What follows belongs to an exercise in optimizing a design on an open flow for small area, a short achievable clock period and few clock cycles per item; a production flow would make more cautious choices.
In this exercise RTL edits were held to simulation tests only and were not proved equivalent to the original.
Power and IR drop assume default switching activity.

== job 5484 ==
## mvm_layer
module mvm_layer (
   input  logic  clk,
   input  logic  reset,
   input  logic  s_valid,
   output logic  s_ready,
   input  logic signed [16-1:0] data_in,
   output logic  m_valid,
   input  logic  m_ready,
   output logic signed [16-1:0] data_out
);
Settings: LEC_CHECK=0, CAP_MARGIN=20, CORE_MARGIN=2, CORE_UTILIZATION=40, CTS_CLUSTER_DIAMETER=80, CTS_CLUSTER_SIZE=25, PLACE_DENSITY=0.6, SETUP_SLACK_MARGIN=4.4, SLEW_MARGIN=20; clock period 7.0 ns.
standard.sh (not shown) runs the stock make flow with config.mk's settings and CLKGATE_MAP_FILE= SYNTH_SCRIPT=/design/flow/synth_recipe.tcl, a recipe that flattens the netlist after the stock synthesis.
==> flow/flow/run.sh <==
#!/bin/bash
# Layout flow: the standard synthesis, then a polarity pass on the full
# adders of the synthesized netlist (flow/polfix.py: a full adder is
# self-dual, so complementing its inputs complements its outputs; choosing
# each adder's polarity removes most inverters between adders), checked
# against the synthesized netlist on random vectors (flow/neteq.py), then the
# standard flow from floorplan to the final layout.
set -euo pipefail
R=orfs/results/${FLOW_PLATFORM}/mvm_layer/base

bash standard.sh synth > synth.log 2>&1

cp $R/1_2_yosys.v $R/1_2_yosys_std.v
python3 flow/polfix.py $R/1_2_yosys_std.v $R/1_2_yosys_pol.v > polfix.log 2>&1
python3 flow/neteq.py $R/1_2_yosys_std.v $R/1_2_yosys_pol.v 40 > neteq.log 2>&1
cp $R/1_2_yosys_pol.v $R/1_2_yosys.v
rm -f $R/1_synth.odb $R/1_synth.sdc

bash standard.sh > layout.log 2>&1
Other scripts of this flow, unchanged in this note and not shown: flow/flow/neteq.py, flow/flow/polfix.py
Testbench counts of job 5484, summed over its fixed seeds: cycles 5,216, frames 320.
Changes in job 7999 relative to job 5484:
diff --git a/flow/config.mk b/flow/config.mk
--- a/flow/config.mk
+++ b/flow/config.mk
@@ -9,7 +9,5 @@
 export CORE_MARGIN = 2
 export CORE_UTILIZATION = 40
-export CTS_CLUSTER_DIAMETER = 80
-export CTS_CLUSTER_SIZE = 25
 export PLACE_DENSITY = 0.6
-export SETUP_SLACK_MARGIN = 4.4
+export SETUP_SLACK_MARGIN = 4.5
 export SLEW_MARGIN = 20
- The critical path start-end classification comes out register to primary output in one run and register to register in the other, namely in job 7999 and job 5484 respectively.
- Combinational fraction of design power, job 7999 and job 5484, lower one = job 7999.
- Taking job 5484 as the reference, in job 7999 fraction of the cycle the final worst path needs went down 0.93 points, sequential share of layout area went down 2.0 points, clock share of power shows an increase of 9.6 points.
Input-level comparison between job 1939 and job 7999:
diff --git a/flow/config.mk b/flow/config.mk
--- a/flow/config.mk
+++ b/flow/config.mk
@@ -8,6 +8,8 @@
 export CAP_MARGIN = 20
 export CORE_MARGIN = 2
-export CORE_UTILIZATION = 40
-export PLACE_DENSITY = 0.6
+export CORE_UTILIZATION = 65
+export CTS_CLUSTER_DIAMETER = 80
+export CTS_CLUSTER_SIZE = 25
+export PLACE_DENSITY = 0.75
 export SETUP_SLACK_MARGIN = 4.5
 export SLEW_MARGIN = 20
==> results.txt <==
- Compared with job 7999, job 1939 shows a vias per cell that is about 17% higher.
- NOTE: part of the total power dissipated in combinational logic in job 1939 exceeds that of job 7999
- Count of multi-input gates: job 7999 vs job 1939, no meaningful difference
- As far as post-cts hold buffer count goes, job 1939 and job 7999 are indistinguishable; the numbers are identical.
Modified inputs, job 7069 compared to job 1939
diff --git a/flow/config.mk b/flow/config.mk
--- a/flow/config.mk
+++ b/flow/config.mk
@@ -8,8 +8,8 @@
 export CAP_MARGIN = 20
 export CORE_MARGIN = 2
-export CORE_UTILIZATION = 65
+export CORE_UTILIZATION = 40
 export CTS_CLUSTER_DIAMETER = 80
 export CTS_CLUSTER_SIZE = 25
-export PLACE_DENSITY = 0.75
+export PLACE_DENSITY = 0.6
 export SETUP_SLACK_MARGIN = 4.5
 export SLEW_MARGIN = 20
### Flow results
Job 7069 against job 1939: final instance area increased by 1.7% relative to the old numbers, global-route usage decreased by 12 points relative to the old numbers, total design power increased by 1.2% relative to the old numbers.
Job 7069 ended with every stage complete and zero timing, DRC or antenna violations.
Setup changes, job 7069 to job 8682
diff --git a/flow/config.mk b/flow/config.mk
--- a/flow/config.mk
+++ b/flow/config.mk
@@ -9,7 +9,5 @@
 export CORE_MARGIN = 2
 export CORE_UTILIZATION = 40
-export CTS_CLUSTER_DIAMETER = 80
-export CTS_CLUSTER_SIZE = 25
 export PLACE_DENSITY = 0.6
-export SETUP_SLACK_MARGIN = 4.5
+export SETUP_SLACK_MARGIN = 4.4
 export SLEW_MARGIN = 20
==> results.txt <==
When the final numbers for job 7069 and job 8682 were put side by side, the switching part of the total power turned out to be smaller in job 8682. Diff job 7069 -> job 8682: worst vdd rail ir drop climbed 11%, global-route wire length before repair dropped 7400 µm, post-layout minimum cycle time climbed 0.011 ns, clock tree cell share of total cell area climbed 3.7 points. Taking job 7069 as the reference, in job 8682 cell count along the critical path now sits higher; utilization went up by 1.1 points; non-clock buffer count went down 29%. Looking at clock transition time at the flip-flop clock pins of the worst setup and hold paths, job 8682 sits 0.04 ns below job 7069.

separate check: timing with driven ports:
The results above use ideal ports. As a check the final layouts listed here were re-extracted and re-timed, cells and wires unchanged.
Step 1 sets driving cells, clkbuf_16 on the clock port and buf_2 on the other inputs (assumed; they add their load-dependent delay and slew).
Step 2 times the ports against the registers' clock, not the clock port: input delays grow and output delays shrink by t, the midpoint of the rising clock arrivals with the driver on.
Three values: ideal, step 1, step 2; two values: the first two.
| run | shift t [ns] | slack for setup (ns) | hold slack, ns | worst setup path at the end | worst register clock-pin slew, ns |
|---|---|---|---|---|---|
| job 5484 | 0.673 | 4.333 / 4.333 / 3.789 | 0.328 / 0.328 / 0.328 | input to register | 0.10 / 0.10 |
| job 7999 | 0.703 | 4.399 / 4.326 / 3.777 | 0.322 / 0.322 / 0.322 | input to register | 0.07 / 0.07 |
| job 1939 | 0.656 | 4.344 / 4.280 / 3.777 | 0.334 / 0.334 / 0.334 | input to register | 0.10 / 0.10 |
| job 7069 | 0.680 | 4.397 / 4.323 / 3.768 | 0.334 / 0.334 / 0.334 | input to register | 0.10 / 0.10 |
| job 8682 | 0.700 | 4.386 / 4.332 / 3.778 | 0.327 / 0.327 / 0.327 | input to register | 0.07 / 0.07 |
After both steps every run listed still meets setup and hold. For job 7069, which loses most, drivers alone change the setup slack by -0.074 ns; drivers and shift together by -0.629 ns.
